This design comes from an exercise in tuning for small area on the open sky130 flow, not from production work. RTL that was checked went through simulation tests only; none was proved equivalent to the original. No activity file was given, so power comes from the tool's default toggle rates.

==> inputs of v25 <==
Design alu_seq, start of the top module:
module alu_seq
#(
  parameter int XLEN = 64
) (
  input  logic            clk,
  input  logic            rst_n,
  input  logic            in_valid,
  output logic            in_ready,
  input  logic [diablo_alu_pkg::ALU_OP_W-1:0] in_op,
  input  logic [XLEN-1:0] in_a,
  input  logic [XLEN-1:0] in_b,
  output logic            out_valid,
  input  logic            out_ready,
  output logic [XLEN-1:0] out_result,
  output logic            out_err
);
==> flow/config.mk <==
export PLATFORM = sky130hd
export DESIGN_NAME = alu_seq
export DESIGN_NICKNAME = alu_seq
export VERILOG_FILES = /design/flow/design.v
export SDC_FILE = /design/flow/constraint.sdc
export NUM_CORES = 4
export LEC_CHECK = 0
export CAP_MARGIN = 20
export CORE_MARGIN = 2
export CORE_UTILIZATION = 40
export SLEW_MARGIN = 20
export SYNTH_HIERARCHICAL = 1
==> flow/constraint.sdc <==
create_clock -name core_clock -period 10.0 [get_ports {clk}]
set_input_delay 2.0000 -clock core_clock [delete_from_list [all_inputs] [get_ports {clk}]]
set_output_delay 2.0000 -clock core_clock [all_outputs]
set_load 0.01 [all_outputs]
standard.sh (not shown) runs the stock make flow with config.mk's settings and CLKGATE_MAP_FILE= SYNTH_SCRIPT=/design/flow/synth_recipe.tcl, a recipe that flattens the netlist after the stock synthesis.
==> flow/flow/run.sh <==
#!/bin/bash
# Layout of alu_seq: the standard flow (standard.sh, all steps unchanged) with two choices
# made through ORFS's own variables:
#  - BUFFER_PORTS_ARGS: the buffer that global placement puts on every input and output port is
#    the smallest buffer cell, sky130_fd_sc_hd__buf_1, in place of the flow's default choice;
#  - CTS_ARGS: clock tree synthesis builds its (balanced H-)tree from clkbuf_4/clkbuf_8 without
#    dummy loads.
# Each tool's output is kept in a log of its own: standard.log here, and ORFS's per-step logs
# under orfs/logs.
set -euo pipefail
export BUFFER_PORTS_ARGS="-buffer_cell sky130_fd_sc_hd__buf_1"
export CTS_ARGS="-sink_clustering_enable -repair_clock_nets -dont_use_dummy_load -buf_list {sky130_fd_sc_hd__clkbuf_4 sky130_fd_sc_hd__clkbuf_8} -root_buf sky130_fd_sc_hd__clkbuf_4 -sink_clustering_size 12 -sink_clustering_max_diameter 60"
bash standard.sh > standard.log 2>&1
==> v36: changes against v25 <==
--- a/flow/design.v
+++ b/flow/design.v
@@ -319,13 +319,13 @@
   assign w_done   = w_last && w_lastk;
   assign in_ready = !r_ov && (w_done || !in_valid);
   assign out_valid  = r_ov;
   assign out_result = r_acc;
   assign out_err    = (r_op == 4'd15);
   assign w_kn  = (r_st == S_PRE) ? SHW'(XLEN-1) : (r_k - 1'b1);
-  assign w_knl = (r_st != S_PRE) && !w_lastk && (r_lt || (r_k == in_b[SHW-1:0]));
+  assign w_knl = (w_kn < in_b[SHW-1:0]);
   always_ff @(posedge clk) begin
     r_abit <= ((in_op == 4'd6 || in_op == 4'd7) && w_knl) ? ((in_op == 4'd7) && in_a[XLEN-1]) : in_a[w_kn];
     r_lt   <= w_knl;
   end
   assign w_bk   = r_acc[XLEN-1];
   always_comb begin
==> flow/flow/run.sh (replaced) <==
#!/bin/bash
# Layout of alu_seq: the standard flow (standard.sh, all steps unchanged), with the port
# buffers that global placement inserts on every input and output made of the smallest buffer
# cell, sky130_fd_sc_hd__buf_1, in place of the flow's default choice. Each tool's output is kept
# in a log of its own here; ORFS also keeps per-step logs under orfs/logs.
set -euo pipefail
export BUFFER_PORTS_ARGS="-buffer_cell sky130_fd_sc_hd__buf_1"
export CTS_ARGS="-sink_clustering_enable -repair_clock_nets -dont_use_dummy_load -buf_list {sky130_fd_sc_hd__clkbuf_4 sky130_fd_sc_hd__clkbuf_8} -root_buf sky130_fd_sc_hd__clkbuf_8 -sink_clustering_size 12 -sink_clustering_max_diameter 60"
bash standard.sh > standard.log 2>&1
Settings changed: CORE_UTILIZATION 40 to 75.
==> v6: changes against v25 <==
--- a/flow/flow/run.sh
+++ b/flow/flow/run.sh
@@ -6,8 +6,8 @@
 #  - CTS_ARGS: clock tree synthesis builds its (balanced H-)tree from clkbuf_4/clkbuf_8 without
 #    dummy loads.
 # Each tool's output is kept in a log of its own: standard.log here, and ORFS's per-step logs
 # under orfs/logs.
 set -euo pipefail
 export BUFFER_PORTS_ARGS="-buffer_cell sky130_fd_sc_hd__buf_1"
-export CTS_ARGS="-sink_clustering_enable -repair_clock_nets -dont_use_dummy_load -buf_list {sky130_fd_sc_hd__clkbuf_4 sky130_fd_sc_hd__clkbuf_8} -root_buf sky130_fd_sc_hd__clkbuf_4 -sink_clustering_size 12 -sink_clustering_max_diameter 60"
+export CTS_ARGS="-sink_clustering_enable -repair_clock_nets -dont_use_dummy_load -buf_list {sky130_fd_sc_hd__clkbuf_4 sky130_fd_sc_hd__clkbuf_8} -root_buf sky130_fd_sc_hd__clkbuf_8 -sink_clustering_size 12 -sink_clustering_max_diameter 60"
 bash standard.sh > standard.log 2>&1
Settings changed: ABC_AREA set to 1.
==> v19: changes against v25 <==
--- a/flow/design.v
+++ b/flow/design.v
@@ -70,33 +70,32 @@
   alu_fa u_fa5 (.i_a(x[5]), .i_b(y[5]), .i_c(c0[4]), .o_s(s0[5]), .o_c(c0[5]));
   alu_fa u_fa6 (.i_a(x[6]), .i_b(y[6]), .i_c(c0[5]), .o_s(s0[6]), .o_c(c0[6]));
   alu_fa u_fa7 (.i_a(x[7]), .i_b(y[7]), .i_c(c0[6]), .o_s(s0[7]), .o_c(c0[7]));
   alu_fa u_fa8 (.i_a(x[8]), .i_b(y[8]), .i_c(c0[7]), .o_s(s0[8]), .o_c(c0[8]));
   alu_fa u_fa9 (.i_a(x[9]), .i_b(y[9]), .i_c(c0[8]), .o_s(s0[9]), .o_c(c0[9]));
   alu_fa u_fa10 (.i_a(x[10]), .i_b(y[10]), .i_c(c0[9]), .o_s(s0[10]), .o_c(c0[10]));
-  assign o_sum[10:0] = s0[10:0];
-  assign bc[1] = c0[10];
-  assign s0[11] = x[11] ^ y[11];
-  assign c0[11] = x[11] & y[11];
+  alu_fa u_fa11 (.i_a(x[11]), .i_b(y[11]), .i_c(c0[10]), .o_s(s0[11]), .o_c(c0[11]));
   alu_fa u_fa12 (.i_a(x[12]), .i_b(y[12]), .i_c(c0[11]), .o_s(s0[12]), .o_c(c0[12]));
-  alu_fa u_fa13 (.i_a(x[13]), .i_b(y[13]), .i_c(c0[12]), .o_s(s0[13]), .o_c(c0[13]));
+  assign o_sum[12:0] = s0[12:0];
+  assign bc[1] = c0[12];
+  assign s0[13] = x[13] ^ y[13];
+  assign c0[13] = x[13] & y[13];
   alu_fa u_fa14 (.i_a(x[14]), .i_b(y[14]), .i_c(c0[13]), .o_s(s0[14]), .o_c(c0[14]));
   alu_fa u_fa15 (.i_a(x[15]), .i_b(y[15]), .i_c(c0[14]), .o_s(s0[15]), .o_c(c0[15]));
   alu_fa u_fa16 (.i_a(x[16]), .i_b(y[16]), .i_c(c0[15]), .o_s(s0[16]), .o_c(c0[16]));
   alu_fa u_fa17 (.i_a(x[17]), .i_b(y[17]), .i_c(c0[16]), .o_s(s0[17]), .o_c(c0[17]));
   alu_fa u_fa18 (.i_a(x[18]), .i_b(y[18]), .i_c(c0[17]), .o_s(s0[18]), .o_c(c0[18]));
   alu_fa u_fa19 (.i_a(x[19]), .i_b(y[19]), .i_c(c0[18]), .o_s(s0[19]), .o_c(c0[19]));
   alu_fa u_fa20 (.i_a(x[20]), .i_b(y[20]), .i_c(c0[19]), .o_s(s0[20]), .o_c(c0[20]));
   alu_fa u_fa21 (.i_a(x[21]), .i_b(y[21]), .i_c(c0[20]), .o_s(s0[21]), .o_c(c0[21]));
-  assign pa[21] = &s0[21:11];
-  assign o_sum[11] = s0[11] ^ bc[1];
-  assign tc[11] = s0[11] & bc[1];
-  assign o_sum[12] = s0[12] ^ tc[11];
-  assign tc[12] = s0[12] & tc[11];
-  assign o_sum[13] = s0[13] ^ tc[12];
-  assign tc[13] = s0[13] & tc[12];
+  alu_fa u_fa22 (.i_a(x[22]), .i_b(y[22]), .i_c(c0[21]), .o_s(s0[22]), .o_c(c0[22]));
+  alu_fa u_fa23 (.i_a(x[23]), .i_b(y[23]), .i_c(c0[22]), .o_s(s0[23]), .o_c(c0[23]));
+  alu_fa u_fa24 (.i_a(x[24]), .i_b(y[24]), .i_c(c0[23]), .o_s(s0[24]), .o_c(c0[24]));
+  assign pa[24] = &s0[24:13];
+  assign o_sum[13] = s0[13] ^ bc[1];
+  assign tc[13] = s0[13] & bc[1];
   assign o_sum[14] = s0[14] ^ tc[13];
   assign tc[14] = s0[14] & tc[13];
   assign o_sum[15] = s0[15] ^ tc[14];
   assign tc[15] = s0[15] & tc[14];
   assign o_sum[16] = s0[16] ^ tc[15];
   assign tc[16] = s0[16] & tc[15];
@@ -107,34 +106,34 @@
   assign o_sum[19] = s0[19] ^ tc[18];
   assign tc[19] = s0[19] & tc[18];
   assign o_sum[20] = s0[20] ^ tc[19];
   assign tc[20] = s0[20] & tc[19];
   assign o_sum[21] = s0[21] ^ tc[20];
   assign tc[21] = s0[21] & tc[20];
-  assign bc[2] = c0[21] | (bc[1] & pa[21]);
-  assign s0[22] = x[22] ^ y[22];
-  assign c0[22] = x[22] & y[22];
-  alu_fa u_fa23 (.i_a(x[23]), .i_b(y[23]), .i_c(c0[22]), .o_s(s0[23]), .o_c(c0[23]));
-  alu_fa u_fa24 (.i_a(x[24]), .i_b(y[24]), .i_c(c0[23]), .o_s(s0[24]), .o_c(c0[24]));
-  alu_fa u_fa25 (.i_a(x[25]), .i_b(y[25]), .i_c(c0[24]), .o_s(s0[25]), .o_c(c0[25]));
+  assign o_sum[22] = s0[22] ^ tc[21];
+  assign tc[22] = s0[22] & tc[21];
+  assign o_sum[23] = s0[23] ^ tc[22];
+  assign tc[23] = s0[23] & tc[22];
+  assign o_sum[24] = s0[24] ^ tc[23];
+  assign tc[24] = s0[24] & tc[23];
+  assign bc[2] = c0[24] | (bc[1] & pa[24]);
+  assign s0[25] = x[25] ^ y[25];
+  assign c0[25] = x[25] & y[25];
   alu_fa u_fa26 (.i_a(x[26]), .i_b(y[26]), .i_c(c0[25]), .o_s(s0[26]), .o_c(c0[26]));
   alu_fa u_fa27 (.i_a(x[27]), .i_b(y[27]), .i_c(c0[26]), .o_s(s0[27]), .o_c(c0[27]));
   alu_fa u_fa28 (.i_a(x[28]), .i_b(y[28]), .i_c(c0[27]), .o_s(s0[28]), .o_c(c0[28]));
   alu_fa u_fa29 (.i_a(x[29]), .i_b(y[29]), .i_c(c0[28]), .o_s(s0[29]), .o_c(c0[29]));
   alu_fa u_fa30 (.i_a(x[30]), .i_b(y[30]), .i_c(c0[29]), .o_s(s0[30]), .o_c(c0[30]));
   alu_fa u_fa31 (.i_a(x[31]), .i_b(y[31]), .i_c(c0[30]), .o_s(s0[31]), .o_c(c0[31]));
   alu_fa u_fa32 (.i_a(x[32]), .i_b(y[32]), .i_c(c0[31]), .o_s(s0[32]), .o_c(c0[32]));
-  assign pa[32] = &s0[32:22];
-  assign o_sum[22] = s0[22] ^ bc[2];
-  assign tc[22] = s0[22] & bc[2];
-  assign o_sum[23] = s0[23] ^ tc[22];
-  assign tc[23] = s0[23] & tc[22];
-  assign o_sum[24] = s0[24] ^ tc[23];
-  assign tc[24] = s0[24] & tc[23];
-  assign o_sum[25] = s0[25] ^ tc[24];
-  assign tc[25] = s0[25] & tc[24];
+  alu_fa u_fa33 (.i_a(x[33]), .i_b(y[33]), .i_c(c0[32]), .o_s(s0[33]), .o_c(c0[33]));
+  alu_fa u_fa34 (.i_a(x[34]), .i_b(y[34]), .i_c(c0[33]), .o_s(s0[34]), .o_c(c0[34]));
+  alu_fa u_fa35 (.i_a(x[35]), .i_b(y[35]), .i_c(c0[34]), .o_s(s0[35]), .o_c(c0[35]));
+  assign pa[35] = &s0[35:25];
+  assign o_sum[25] = s0[25] ^ bc[2];
+  assign tc[25] = s0[25] & bc[2];
   assign o_sum[26] = s0[26] ^ tc[25];
   assign tc[26] = s0[26] & tc[25];
   assign o_sum[27] = s0[27] ^ tc[26];
   assign tc[27] = s0[27] & tc[26];
   assign o_sum[28] = s0[28] ^ tc[27];
   assign tc[28] = s0[28] & tc[27];
@@ -143,34 +142,34 @@
   assign o_sum[30] = s0[30] ^ tc[29];
   assign tc[30] = s0[30] & tc[29];
   assign o_sum[31] = s0[31] ^ tc[30];
   assign tc[31] = s0[31] & tc[30];
   assign o_sum[32] = s0[32] ^ tc[31];
   assign tc[32] = s0[32] & tc[31];
-  assign bc[3] = c0[32] | (bc[2] & pa[32]);
-  assign s0[33] = x[33] ^ y[33];
-  assign c0[33] = x[33] & y[33];
-  alu_fa u_fa34 (.i_a(x[34]), .i_b(y[34]), .i_c(c0[33]), .o_s(s0[34]), .o_c(c0[34]));
-  alu_fa u_fa35 (.i_a(x[35]), .i_b(y[35]), .i_c(c0[34]), .o_s(s0[35]), .o_c(c0[35]));
-  alu_fa u_fa36 (.i_a(x[36]), .i_b(y[36]), .i_c(c0[35]), .o_s(s0[36]), .o_c(c0[36]));
+  assign o_sum[33] = s0[33] ^ tc[32];
+  assign tc[33] = s0[33] & tc[32];
+  assign o_sum[34] = s0[34] ^ tc[33];
+  assign tc[34] = s0[34] & tc[33];
+  assign o_sum[35] = s0[35] ^ tc[34];
+  assign tc[35] = s0[35] & tc[34];
+  assign bc[3] = c0[35] | (bc[2] & pa[35]);
+  assign s0[36] = x[36] ^ y[36];
+  assign c0[36] = x[36] & y[36];
   alu_fa u_fa37 (.i_a(x[37]), .i_b(y[37]), .i_c(c0[36]), .o_s(s0[37]), .o_c(c0[37]));
   alu_fa u_fa38 (.i_a(x[38]), .i_b(y[38]), .i_c(c0[37]), .o_s(s0[38]), .o_c(c0[38]));
   alu_fa u_fa39 (.i_a(x[39]), .i_b(y[39]), .i_c(c0[38]), .o_s(s0[39]), .o_c(c0[39]));
   alu_fa u_fa40 (.i_a(x[40]), .i_b(y[40]), .i_c(c0[39]), .o_s(s0[40]), .o_c(c0[40]));
   alu_fa u_fa41 (.i_a(x[41]), .i_b(y[41]), .i_c(c0[40]), .o_s(s0[41]), .o_c(c0[41]));
   alu_fa u_fa42 (.i_a(x[42]), .i_b(y[42]), .i_c(c0[41]), .o_s(s0[42]), .o_c(c0[42]));
   alu_fa u_fa43 (.i_a(x[43]), .i_b(y[43]), .i_c(c0[42]), .o_s(s0[43]), .o_c(c0[43]));
-  assign pa[43] = &s0[43:33];
-  assign o_sum[33] = s0[33] ^ bc[3];
-  assign tc[33] = s0[33] & bc[3];
-  assign o_sum[34] = s0[34] ^ tc[33];
-  assign tc[34] = s0[34] & tc[33];
-  assign o_sum[35] = s0[35] ^ tc[34];
-  assign tc[35] = s0[35] & tc[34];
-  assign o_sum[36] = s0[36] ^ tc[35];
-  assign tc[36] = s0[36] & tc[35];
+  alu_fa u_fa44 (.i_a(x[44]), .i_b(y[44]), .i_c(c0[43]), .o_s(s0[44]), .o_c(c0[44]));
+  alu_fa u_fa45 (.i_a(x[45]), .i_b(y[45]), .i_c(c0[44]), .o_s(s0[45]), .o_c(c0[45]));
+  alu_fa u_fa46 (.i_a(x[46]), .i_b(y[46]), .i_c(c0[45]), .o_s(s0[46]), .o_c(c0[46]));
+  assign pa[46] = &s0[46:36];
+  assign o_sum[36] = s0[36] ^ bc[3];
+  assign tc[36] = s0[36] & bc[3];
   assign o_sum[37] = s0[37] ^ tc[36];
   assign tc[37] = s0[37] & tc[36];
   assign o_sum[38] = s0[38] ^ tc[37];
   assign tc[38] = s0[38] & tc[37];
   assign o_sum[39] = s0[39] ^ tc[38];
   assign tc[39] = s0[39] & tc[38];
@@ -179,34 +178,33 @@
   assign o_sum[41] = s0[41] ^ tc[40];
   assign tc[41] = s0[41] & tc[40];
   assign o_sum[42] = s0[42] ^ tc[41];
   assign tc[42] = s0[42] & tc[41];
   assign o_sum[43] = s0[43] ^ tc[42];
   assign tc[43] = s0[43] & tc[42];
-  assign bc[4] = c0[43] | (bc[3] & pa[43]);
-  assign s0[44] = x[44] ^ y[44];
-  assign c0[44] = x[44] & y[44];
-  alu_fa u_fa45 (.i_a(x[45]), .i_b(y[45]), .i_c(c0[44]), .o_s(s0[45]), .o_c(c0[45]));
-  alu_fa u_fa46 (.i_a(x[46]), .i_b(y[46]), .i_c(c0[45]), .o_s(s0[46]), .o_c(c0[46]));
-  alu_fa u_fa47 (.i_a(x[47]), .i_b(y[47]), .i_c(c0[46]), .o_s(s0[47]), .o_c(c0[47]));
+  assign o_sum[44] = s0[44] ^ tc[43];
+  assign tc[44] = s0[44] & tc[43];
+  assign o_sum[45] = s0[45] ^ tc[44];
+  assign tc[45] = s0[45] & tc[44];
+  assign o_sum[46] = s0[46] ^ tc[45];
+  assign tc[46] = s0[46] & tc[45];
+  assign bc[4] = c0[46] | (bc[3] & pa[46]);
+  assign s0[47] = x[47] ^ y[47];
+  assign c0[47] = x[47] & y[47];
   alu_fa u_fa48 (.i_a(x[48]), .i_b(y[48]), .i_c(c0[47]), .o_s(s0[48]), .o_c(c0[48]));
   alu_fa u_fa49 (.i_a(x[49]), .i_b(y[49]), .i_c(c0[48]), .o_s(s0[49]), .o_c(c0[49]));
   alu_fa u_fa50 (.i_a(x[50]), .i_b(y[50]), .i_c(c0[49]), .o_s(s0[50]), .o_c(c0[50]));
   alu_fa u_fa51 (.i_a(x[51]), .i_b(y[51]), .i_c(c0[50]), .o_s(s0[51]), .o_c(c0[51]));
   alu_fa u_fa52 (.i_a(x[52]), .i_b(y[52]), .i_c(c0[51]), .o_s(s0[52]), .o_c(c0[52]));
   alu_fa u_fa53 (.i_a(x[53]), .i_b(y[53]), .i_c(c0[52]), .o_s(s0[53]), .o_c(c0[53]));
   alu_fa u_fa54 (.i_a(x[54]), .i_b(y[54]), .i_c(c0[53]), .o_s(s0[54]), .o_c(c0[54]));
-  assign pa[54] = &s0[54:44];
-  assign o_sum[44] = s0[44] ^ bc[4];
-  assign tc[44] = s0[44] & bc[4];
-  assign o_sum[45] = s0[45] ^ tc[44];
-  assign tc[45] = s0[45] & tc[44];
-  assign o_sum[46] = s0[46] ^ tc[45];
-  assign tc[46] = s0[46] & tc[45];
-  assign o_sum[47] = s0[47] ^ tc[46];
-  assign tc[47] = s0[47] & tc[46];
+  alu_fa u_fa55 (.i_a(x[55]), .i_b(y[55]), .i_c(c0[54]), .o_s(s0[55]), .o_c(c0[55]));
+  alu_fa u_fa56 (.i_a(x[56]), .i_b(y[56]), .i_c(c0[55]), .o_s(s0[56]), .o_c(c0[56]));
+  assign pa[56] = &s0[56:47];
+  assign o_sum[47] = s0[47] ^ bc[4];
+  assign tc[47] = s0[47] & bc[4];
   assign o_sum[48] = s0[48] ^ tc[47];
   assign tc[48] = s0[48] & tc[47];
   assign o_sum[49] = s0[49] ^ tc[48];
   assign tc[49] = s0[49] & tc[48];
   assign o_sum[50] = s0[50] ^ tc[49];
   assign tc[50] = s0[50] & tc[49];
@@ -215,31 +213,29 @@
   assign o_sum[52] = s0[52] ^ tc[51];
   assign tc[52] = s0[52] & tc[51];
   assign o_sum[53] = s0[53] ^ tc[52];
   assign tc[53] = s0[53] & tc[52];
   assign o_sum[54] = s0[54] ^ tc[53];
   assign tc[54] = s0[54] & tc[53];
-  assign bc[5] = c0[54] | (bc[4] & pa[54]);
-  assign s0[55] = x[55] ^ y[55];
-  assign c0[55] = x[55] & y[55];
-  alu_fa u_fa56 (.i_a(x[56]), .i_b(y[56]), .i_c(c0[55]), .o_s(s0[56]), .o_c(c0[56]));
-  alu_fa u_fa57 (.i_a(x[57]), .i_b(y[57]), .i_c(c0[56]), .o_s(s0[57]), .o_c(c0[57]));
+  assign o_sum[55] = s0[55] ^ tc[54];
+  assign tc[55] = s0[55] & tc[54];
+  assign o_sum[56] = s0[56] ^ tc[55];
+  assign tc[56] = s0[56] & tc[55];
+  assign bc[5] = c0[56] | (bc[4] & pa[56]);
+  assign s0[57] = x[57] ^ y[57];
+  assign c0[57] = x[57] & y[57];
   alu_fa u_fa58 (.i_a(x[58]), .i_b(y[58]), .i_c(c0[57]), .o_s(s0[58]), .o_c(c0[58]));
   alu_fa u_fa59 (.i_a(x[59]), .i_b(y[59]), .i_c(c0[58]), .o_s(s0[59]), .o_c(c0[59]));
   alu_fa u_fa60 (.i_a(x[60]), .i_b(y[60]), .i_c(c0[59]), .o_s(s0[60]), .o_c(c0[60]));
   alu_fa u_fa61 (.i_a(x[61]), .i_b(y[61]), .i_c(c0[60]), .o_s(s0[61]), .o_c(c0[61]));
   alu_fa u_fa62 (.i_a(x[62]), .i_b(y[62]), .i_c(c0[61]), .o_s(s0[62]), .o_c(c0[62]));
   alu_fa u_fa63 (.i_a(x[63]), .i_b(y[63]), .i_c(c0[62]), .o_s(s0[63]), .o_c(c0[63]));
   alu_fa u_fa64 (.i_a(x[64]), .i_b(y[64]), .i_c(c0[63]), .o_s(s0[64]), .o_c(c0[64]));
-  assign pa[64] = &s0[64:55];
-  assign o_sum[55] = s0[55] ^ bc[5];
-  assign tc[55] = s0[55] & bc[5];
-  assign o_sum[56] = s0[56] ^ tc[55];
-  assign tc[56] = s0[56] & tc[55];
-  assign o_sum[57] = s0[57] ^ tc[56];
-  assign tc[57] = s0[57] & tc[56];
+  assign pa[64] = &s0[64:57];
+  assign o_sum[57] = s0[57] ^ bc[5];
+  assign tc[57] = s0[57] & bc[5];
   assign o_sum[58] = s0[58] ^ tc[57];
   assign tc[58] = s0[58] & tc[57];
   assign o_sum[59] = s0[59] ^ tc[58];
   assign tc[59] = s0[59] & tc[58];
   assign o_sum[60] = s0[60] ^ tc[59];
   assign tc[60] = s0[60] & tc[59];
--- a/flow/flow/run.sh
+++ b/flow/flow/run.sh
@@ -6,8 +6,8 @@
 #  - CTS_ARGS: clock tree synthesis builds its (balanced H-)tree from clkbuf_4/clkbuf_8 without
 #    dummy loads.
 # Each tool's output is kept in a log of its own: standard.log here, and ORFS's per-step logs
 # under orfs/logs.
 set -euo pipefail
 export BUFFER_PORTS_ARGS="-buffer_cell sky130_fd_sc_hd__buf_1"
-export CTS_ARGS="-sink_clustering_enable -repair_clock_nets -dont_use_dummy_load -buf_list {sky130_fd_sc_hd__clkbuf_4 sky130_fd_sc_hd__clkbuf_8} -root_buf sky130_fd_sc_hd__clkbuf_4 -sink_clustering_size 12 -sink_clustering_max_diameter 60"
+export CTS_ARGS="-sink_clustering_enable -repair_clock_nets -dont_use_dummy_load -buf_list {sky130_fd_sc_hd__clkbuf_4 sky130_fd_sc_hd__clkbuf_8} -root_buf sky130_fd_sc_hd__clkbuf_8 -sink_clustering_size 12 -sink_clustering_max_diameter 60"
 bash standard.sh > standard.log 2>&1
==> comparison <==
v6 completed with no timing, DRC or antenna violations. v25 went through all stages and came out clean. v36 completed without violations. v19 completed without violations.
The highest first-iteration DRC count belongs to v36, the lowest to v25.
Clock skew, highest first: v6, v36, v19, v25.
Against v25, the total power of v19 is larger by about 1%.
The lowest via count belongs to v19, the highest to v36.
==> figures <==
Status: v25 finished clean; v6 finished clean; v36 finished clean; v19 finished clean
Number of unique standard cell types used by synthesis: v25 67; v6 41; v36 71; v19 68
Cell-internal power: v25 1.35 mW; v6 1.32 mW; v36 1.39 mW; v19 1.37 mW
Die boundary height: v25 148 um; v6 150 um; v36 110 um; v19 148 um
Core footprint: v25 20300 um^2; v6 21000 um^2; v36 10900 um^2; v19 20400 um^2
Post-layout worst setup margin: v25 537 ps; v6 762 ps; v36 163 ps; v19 357 ps
Cts repair resizes: v25 0; v6 0; v36 1; v19 0
Post-layout min period: v25 9460 ps; v6 9240 ps; v36 9840 ps; v19 9640 ps
Signal arrival time at the worst endpoint: v25 9780 ps; v6 9430 ps; v36 10040 ps; v19 9810 ps
First-pass GRT wire length: v25 32100 um; v6 31600 um; v36 34400 um; v19 31900 um
For v19, only the layout was checked, not whether the RTL still works.

port drivers added, routing unchanged:
Ports are ideal in the flow. The routed layouts listed here were re-timed in OpenROAD. Step 1 (the two cells are an assumption about what drives the block):
set clk [get_ports {clk}]
set_driving_cell -lib_cell sky130_fd_sc_hd__clkbuf_16 $clk
set_driving_cell -lib_cell sky130_fd_sc_hd__buf_2 [delete_from_list [all_inputs] $clk]
Step 2 moves the port delays by t, midway between the first and last clock arrival at a register: inputs arrive t later, outputs are due t later. That takes back most of the time a late clock gives input paths. Slacks: no drivers / after step 1 / after step 2; pairs: no drivers / after step 1.
| run | t (ns) | setup WS [ns] | worst hold slack (ns) | clock arrival spread, ns | pins driven straight from the clock port |
|---|---|---|---|---|---|
| v25 | 0.612 | 0.537 / 0.537 / 0.314 | 0.313 / 0.313 / 0.313 | 0.022 / 0.022 | 1 |
| v36 | 0.487 | 0.163 / 0.163 / -0.138 | 0.295 / 0.295 / 0.295 | 0.033 / 0.034 | 1 |
| v6 | 0.470 | 0.762 / 0.762 / 0.394 | 0.317 / 0.317 / 0.317 | 0.035 / 0.034 | 1 |
| v19 | 0.462 | 0.357 / 0.356 / -0.106 | 0.317 / 0.317 / 0.317 | 0.033 / 0.034 | 1 |
Met with ideal ports but missed after step 2: setup timing in v36 and v19. The setup slack of v19, which loses most, moves by -0.001 ns with the drivers and by -0.463 ns with both steps.
